Source: an optimization exercise on an open RTL-to-GDS flow (aim: small area and a short achievable clock period). Production flows keep margins and buffers that such runs may drop.
Function was checked by simulation only, so behaviour that the tests miss may differ from the original.
Power figures rest on the tool's default switching activity, not on a simulated workload.

main:
==> flow/design.v <==
package spq_pkg;
    localparam int VALUE_W = 32;
    localparam int PRIO_W  = 8;
    localparam int OCC_W   = 5;
    localparam int STAT_W  = 2;
    typedef enum logic {
        KIND_INSERT = 1'b0,
        KIND_REMOVE = 1'b1
    } t_kind;
    typedef enum logic [STAT_W-1:0] {
        ST_DONE  = 2'd0,
        ST_FULL  = 2'd1,
        ST_EMPTY = 2'd2
    } t_status;
    typedef struct packed {
        logic                      kind;
        logic signed [VALUE_W-1:0] item_value;
        logic        [PRIO_W-1:0]  item_priority;
    } t_cmd;
    typedef struct packed {
        logic        [STAT_W-1:0]  status;
        logic signed [VALUE_W-1:0] head_value;
        logic        [PRIO_W-1:0]  head_priority;
        logic        [OCC_W-1:0]   occupancy;
    } t_result;
    typedef struct packed {
        logic signed [VALUE_W-1:0] item_value;
        logic        [PRIO_W-1:0]  item_priority;
    } t_entry;
    typedef struct packed {
        logic ins_en;
        logic rem_en;
    } t_cell_ctl;
endpackage
module spq_cell #(
    parameter int ENTRY_W = 40,
    parameter int PRIO_W  = 8,
    parameter bit INV       = 1'b0,
    parameter bit HAS_LEFT  = 1'b1,
    parameter bit HAS_RIGHT = 1'b1
) (
    input  logic               i_clk,
    input  logic               i_en,
    input  logic               i_sel_right,
    input  logic               i_sel_left,
    input  logic               i_sel_new,
    input  logic [ENTRY_W-1:0] i_new_x,
    input  logic [ENTRY_W-1:0] i_left,
    input  logic [ENTRY_W-1:0] i_right,
    output logic [ENTRY_W-1:0] o_entry
);
    logic [ENTRY_W-1:0] r_entry;
    logic [ENTRY_W-1:0] n_entry;
    assign o_entry = r_entry;
    assign n_entry = ~(({ENTRY_W{i_sel_right && HAS_RIGHT}} & i_right) |
                       ({ENTRY_W{i_sel_left && HAS_LEFT}}   & i_left)  |
                       ({ENTRY_W{i_sel_new}}                & i_new_x));
    always_ff @(posedge i_clk) begin
        if (i_en) begin
            r_entry <= n_entry;
        end
    end
endmodule
module sorted_priority_queue #(
    parameter int DEPTH = 16
) (
    input  logic        i_clk,
    input  logic        i_rst_n,
    input  logic        start,
    output logic        busy,
    input  logic [40:0] i_cmd,
    output logic        o_strobe,
    output logic [46:0] o_result
);
    localparam int VALUE_W = spq_pkg::VALUE_W;
    localparam int PRIO_W  = spq_pkg::PRIO_W;
    localparam int OCC_W   = spq_pkg::OCC_W;
    localparam int STAT_W  = spq_pkg::STAT_W;
    localparam int ENTRY_W = VALUE_W + PRIO_W;
    localparam int CNT_W   = $clog2(DEPTH + 1);
    localparam logic [STAT_W-1:0] ST_DONE  = 2'd0;
    localparam logic [STAT_W-1:0] ST_FULL  = 2'd1;
    localparam logic [STAT_W-1:0] ST_EMPTY = 2'd2;
    logic [CNT_W-1:0]   r_count;
    logic               r_busy;
    logic               r_strobe;
    logic [STAT_W-1:0]  r_status;
    logic [ENTRY_W-1:0] r_head;
    logic               r_ins_en;
    logic               r_rem_en;
    logic [ENTRY_W-1:0] r_new;
    logic [DEPTH-1:0]   r_flag;       
    logic [DEPTH-1:0]   r_occ;
    logic               w_accept;
    logic               w_kind;
    logic               w_full;
    logic               w_ins_acc;
    logic               w_rem_acc;
    logic [CNT_W-1:0]   w_cnt_inc;
    logic [CNT_W-1:0]   w_cnt_dec;
    logic               w_empty;
    logic [PRIO_W-1:0]  w_in_prio;
    logic [DEPTH:0]     w_cmp;        
    logic               w_cmp_new;    
    logic [DEPTH-1:0]   n_flag;
    logic [DEPTH-1:0]   w_sel_left;
    logic [DEPTH-1:0]   w_sel_new;
    logic [DEPTH-1:0]   w_en;
    logic [DEPTH-1:0][ENTRY_W-1:0] w_entry;
    logic               w_head_en;
    logic [ENTRY_W-1:0] w_head_next;
    assign busy     = r_busy;
    assign o_strobe = r_strobe;
    assign o_result = {r_status, r_head, {{(OCC_W-CNT_W){1'b0}}, r_count}};
    assign w_head_en   = (w_kind == spq_pkg::KIND_REMOVE) && !w_empty;
    assign w_head_next = r_rem_en                ? w_entry[1] :
                         (r_ins_en && r_flag[0]) ? r_new      : ~w_entry[0];
    assign w_kind    = i_cmd[40];
    assign w_in_prio = i_cmd[PRIO_W-1:0];
    assign w_accept  = start && !r_busy;
    assign w_full    = r_count[CNT_W-1];
    assign w_empty   = (r_count == '0);
    assign w_ins_acc = w_accept && (w_kind == spq_pkg::KIND_INSERT) && !w_full;
    assign w_rem_acc = w_accept && (w_kind == spq_pkg::KIND_REMOVE) && !w_empty;
    for (genvar gc = 0; gc < CNT_W; gc++) begin : g_cnt
        if (gc == 0) begin : g_lsb
            assign w_cnt_inc[gc] = !r_count[gc];
            assign w_cnt_dec[gc] = !r_count[gc];
        end else begin : g_msb
            assign w_cnt_inc[gc] = r_count[gc] ^ (&r_count[gc-1:0]);
            assign w_cnt_dec[gc] = r_count[gc] ^ !(|r_count[gc-1:0]);
        end
    end
    always_ff @(posedge i_clk) begin
        if (!i_rst_n) begin
            r_count  <= '0;
            r_busy   <= 1'b1;
            r_strobe <= 1'b0;
            r_ins_en <= 1'b0;
            r_rem_en <= 1'b0;
        end else begin
            r_busy   <= 1'b0;
            r_strobe <= w_accept;
            r_ins_en <= w_ins_acc;
            r_rem_en <= w_rem_acc;
            if (w_ins_acc) begin
                r_count <= w_cnt_inc;
            end else if (w_rem_acc) begin
                r_count <= w_cnt_dec;
            end
        end
    end
    always_ff @(posedge i_clk) begin
        r_new     <= i_cmd[ENTRY_W-1:0];
        r_flag    <= n_flag;
        r_head    <= w_head_next & {ENTRY_W{w_head_en}};
        if (w_kind == spq_pkg::KIND_INSERT) begin
            r_status <= w_full ? ST_FULL : ST_DONE;
        end else begin
            r_status <= w_empty ? ST_EMPTY : ST_DONE;
        end
    end
    always_ff @(posedge i_clk) begin
        if (!i_rst_n) begin
            r_occ <= '0;
        end else if (r_rem_en) begin
            r_occ <= {1'b0, r_occ[DEPTH-1:1]};
        end else if (r_ins_en) begin
            r_occ <= {r_occ[DEPTH-2:0], 1'b1};
        end
    end
    for (genvar gi = 0; gi < DEPTH; gi++) begin : g_ctl
        if (gi == 0) begin : g_head
            assign w_sel_left[gi] = 1'b0;
            assign w_sel_new[gi]  = r_ins_en;
        end else begin : g_body
            assign w_sel_left[gi] = r_ins_en && r_flag[gi-1];
            assign w_sel_new[gi]  = r_ins_en && !r_flag[gi-1];
        end
        assign w_en[gi] = r_rem_en || (r_ins_en && r_flag[gi]);
    end
    function automatic logic f_lt(input logic [7:0] a, input logic [7:0] b);
        logic [7:0] lt1, eq1;
        logic [3:0] lt2, eq2;
        logic [1:0] lt4, eq4;
        lt1 = ~a & b;
        eq1 = ~(a ^ b);
        for (int k = 0; k < 4; k++) begin
            lt2[k] = lt1[2*k+1] | (eq1[2*k+1] & lt1[2*k]);
            eq2[k] = eq1[2*k+1] & eq1[2*k];
        end
        for (int k = 0; k < 2; k++) begin
            lt4[k] = lt2[2*k+1] | (eq2[2*k+1] & lt2[2*k]);
            eq4[k] = eq2[2*k+1] & eq2[2*k];
        end
        f_lt = lt4[1] | (eq4[1] & lt4[0]);
    endfunction
    assign w_cmp_new   = f_lt(r_new[PRIO_W-1:0], w_in_prio);
    assign w_cmp[DEPTH] = 1'b1;
    for (genvar gi = 0; gi < DEPTH; gi++) begin : g_cell
        localparam bit INV = ((gi % 2) == 0);
        logic [ENTRY_W-1:0] w_left;
        logic [ENTRY_W-1:0] w_right;
        logic [PRIO_W-1:0]  w_prio;
        assign w_prio     = w_entry[gi][PRIO_W-1:0] ^ {PRIO_W{INV}};
        assign w_cmp[gi]  = !r_occ[gi] || f_lt(w_prio, w_in_prio);
        logic w_keep;
        assign w_keep = !w_en[gi];
        if (gi == 0) begin : g_flag_head
            assign n_flag[gi] = (r_rem_en      && w_cmp[gi+1]) ||
                                (w_sel_new[gi] && r_flag[gi] && w_cmp_new) ||
                                (w_keep        && w_cmp[gi]);
        end else begin : g_flag_body
            assign n_flag[gi] = (r_rem_en       && w_cmp[gi+1]) ||
                                (w_sel_left[gi] && w_cmp[gi-1]) ||
                                (w_sel_new[gi] && r_flag[gi] && w_cmp_new) ||
                                (w_keep         && w_cmp[gi]);
        end
        if (gi == 0) begin : g_head
            assign w_left = '0;
        end else begin : g_body
            assign w_left = w_entry[gi-1];
        end
        if (gi == DEPTH - 1) begin : g_tail
            assign w_right = '0;
        end else begin : g_inner
            assign w_right = w_entry[gi+1];
        end
        spq_cell #(
            .ENTRY_W (ENTRY_W),
            .PRIO_W  (PRIO_W),
            .INV       (INV),
            .HAS_LEFT  (gi != 0),
            .HAS_RIGHT (gi != DEPTH - 1)
        ) u_cell (
            .i_clk       (i_clk),
            .i_en        (w_en[gi]),
            .i_sel_right (r_rem_en),
            .i_sel_left  (w_sel_left[gi]),
            .i_sel_new   (w_sel_new[gi]),
            .i_new_x     (INV ? r_new : ~r_new),
            .i_left      (w_left),
            .i_right     (w_right),
            .o_entry     (w_entry[gi])
        );
    end
endmodule
Settings: LEC_CHECK=0, CAP_MARGIN=20, CORE_MARGIN=2, CORE_UTILIZATION=40, SETUP_SLACK_MARGIN=1.4, SLEW_MARGIN=20, SYNTH_HIERARCHICAL=1; clock period 3.2 ns.
run.sh (not shown) runs the stock make flow with config.mk's settings and CLKGATE_MAP_FILE= SYNTH_SCRIPT=/design/flow/synth_recipe.tcl, a recipe that flattens the netlist after the stock synthesis.
> inputs changed (main -> the feature branch)
diff --git a/flow/design.v b/flow/design.v
--- a/flow/design.v
+++ b/flow/design.v
@@ -84,9 +84,9 @@
     logic [CNT_W-1:0]   r_count;
     logic               r_busy;
     logic               r_strobe;
     logic [STAT_W-1:0]  r_status;
-    logic [ENTRY_W-1:0] r_head;
+    logic [3:0]         r_head_off;
     logic               r_ins_en;
     logic               r_rem_en;
     logic [ENTRY_W-1:0] r_new;
     logic [DEPTH-1:0]   r_flag;       
@@ -106,16 +106,15 @@
     logic [DEPTH-1:0]   w_sel_left;
     logic [DEPTH-1:0]   w_sel_new;
     logic [DEPTH-1:0]   w_en;
     logic [DEPTH-1:0][ENTRY_W-1:0] w_entry;
-    logic               w_head_en;
-    logic [ENTRY_W-1:0] w_head_next;
+    logic [ENTRY_W-1:0] w_head;
     assign busy     = r_busy;
     assign o_strobe = r_strobe;
-    assign o_result = {r_status, r_head, {{(OCC_W-CNT_W){1'b0}}, r_count}};
-    assign w_head_en   = (w_kind == spq_pkg::KIND_REMOVE) && !w_empty;
-    assign w_head_next = r_rem_en                ? w_entry[1] :
-                         (r_ins_en && r_flag[0]) ? r_new      : ~w_entry[0];
+    for (genvar gb = 0; gb < ENTRY_W; gb++) begin : g_head_out
+        assign w_head[gb] = ~(w_entry[0][gb] | r_head_off[gb / 10]);
+    end
+    assign o_result = {r_status, w_head, {{(OCC_W-CNT_W){1'b0}}, r_count}};
     assign w_kind    = i_cmd[40];
     assign w_in_prio = i_cmd[PRIO_W-1:0];
     assign w_accept  = start && !r_busy;
     assign w_full    = r_count[CNT_W-1];
@@ -152,9 +151,12 @@
     end
     always_ff @(posedge i_clk) begin
         r_new     <= i_cmd[ENTRY_W-1:0];
         r_flag    <= n_flag;
-        r_head    <= w_head_next & {ENTRY_W{w_head_en}};
+        r_head_off[0] <= !((w_kind == spq_pkg::KIND_REMOVE) && !w_empty);
+        r_head_off[1] <= !w_rem_acc;
+        r_head_off[2] <= !(start && (w_kind == spq_pkg::KIND_REMOVE) && !w_empty);
+        r_head_off[3] <= !(i_rst_n && (w_kind == spq_pkg::KIND_REMOVE) && !w_empty);
         if (w_kind == spq_pkg::KIND_INSERT) begin
             r_status <= w_full ? ST_FULL : ST_DONE;
         end else begin
             r_status <= w_empty ? ST_EMPTY : ST_DONE;
@@ -178,44 +180,24 @@
             assign w_sel_new[gi]  = r_ins_en && !r_flag[gi-1];
         end
         assign w_en[gi] = r_rem_en || (r_ins_en && r_flag[gi]);
     end
-    function automatic logic f_lt(input logic [7:0] a, input logic [7:0] b);
-        logic [7:0] lt1, eq1;
-        logic [3:0] lt2, eq2;
-        logic [1:0] lt4, eq4;
-        lt1 = ~a & b;
-        eq1 = ~(a ^ b);
-        for (int k = 0; k < 4; k++) begin
-            lt2[k] = lt1[2*k+1] | (eq1[2*k+1] & lt1[2*k]);
-            eq2[k] = eq1[2*k+1] & eq1[2*k];
-        end
-        for (int k = 0; k < 2; k++) begin
-            lt4[k] = lt2[2*k+1] | (eq2[2*k+1] & lt2[2*k]);
-            eq4[k] = eq2[2*k+1] & eq2[2*k];
-        end
-        f_lt = lt4[1] | (eq4[1] & lt4[0]);
-    endfunction
-    assign w_cmp_new   = f_lt(r_new[PRIO_W-1:0], w_in_prio);
+    assign w_cmp_new   = (r_new[PRIO_W-1:0] < w_in_prio);
     assign w_cmp[DEPTH] = 1'b1;
     for (genvar gi = 0; gi < DEPTH; gi++) begin : g_cell
         localparam bit INV = ((gi % 2) == 0);
         logic [ENTRY_W-1:0] w_left;
         logic [ENTRY_W-1:0] w_right;
         logic [PRIO_W-1:0]  w_prio;
         assign w_prio     = w_entry[gi][PRIO_W-1:0] ^ {PRIO_W{INV}};
-        assign w_cmp[gi]  = !r_occ[gi] || f_lt(w_prio, w_in_prio);
-        logic w_keep;
-        assign w_keep = !w_en[gi];
+        assign w_cmp[gi]  = !r_occ[gi] || (w_prio < w_in_prio);
         if (gi == 0) begin : g_flag_head
-            assign n_flag[gi] = (r_rem_en      && w_cmp[gi+1]) ||
-                                (w_sel_new[gi] && r_flag[gi] && w_cmp_new) ||
-                                (w_keep        && w_cmp[gi]);
+            assign n_flag[gi] = r_rem_en ? w_cmp[gi+1] :
+                                w_en[gi] ? w_cmp_new   : w_cmp[gi];
         end else begin : g_flag_body
-            assign n_flag[gi] = (r_rem_en       && w_cmp[gi+1]) ||
-                                (w_sel_left[gi] && w_cmp[gi-1]) ||
-                                (w_sel_new[gi] && r_flag[gi] && w_cmp_new) ||
-                                (w_keep         && w_cmp[gi]);
+            assign n_flag[gi] = r_rem_en       ? w_cmp[gi+1] :
+                                w_sel_left[gi] ? w_cmp[gi-1] :
+                                w_en[gi]       ? w_cmp_new   : w_cmp[gi];
         end
         if (gi == 0) begin : g_head
             assign w_left = '0;
         end else begin : g_body
Results
- Cmp main and the feature branch / post-cts sizing count / lower: main
- In the feature branch, number of gates on the worst path with buffers counted is lower than in main.
- The feature branch against main; count of inverters not on the clock network in the layout is up slightly.
- Relative to main, met2 layer usage reported by global route decreased by 0.93 points in the feature branch.
- Summary: with main as the reference, design area in the feature branch moved down by a few percent.
- Between main and the feature branch, total power decreased.

-- separate check: timing with driven ports --
Ports are ideal in the flow. The routed layouts listed here were re-timed in OpenROAD. Step 1, drivers: a clkbuf_16 drives i_clk and a buf_2 each remaining input, both assumed. Step 2, shift: input delay + t, output delay - t, t = (earliest + latest rising clock arrival at the registers) / 2. This alone moves slack from input paths to output paths. a / b / c = ideal ports / drivers / drivers and shift; a / b = the first two.
run | shift t [ns] | setup WS [ns] | worst setup path at the end | worst register clock-pin slew, ns | worst slew at a driven data input, ns
main | 0.714 | 1.285 / 1.290 / 0.615 | input to register | 0.06 / 0.06 | 0.07
the feature branch | 0.700 | 1.051 / 0.986 / 0.699 | input to register | 0.07 / 0.07 | 0.06
After both steps setup and hold are still met in every run listed. For main, which loses most, drivers alone change the setup slack by +0.005 ns; drivers and shift together by -0.670 ns.
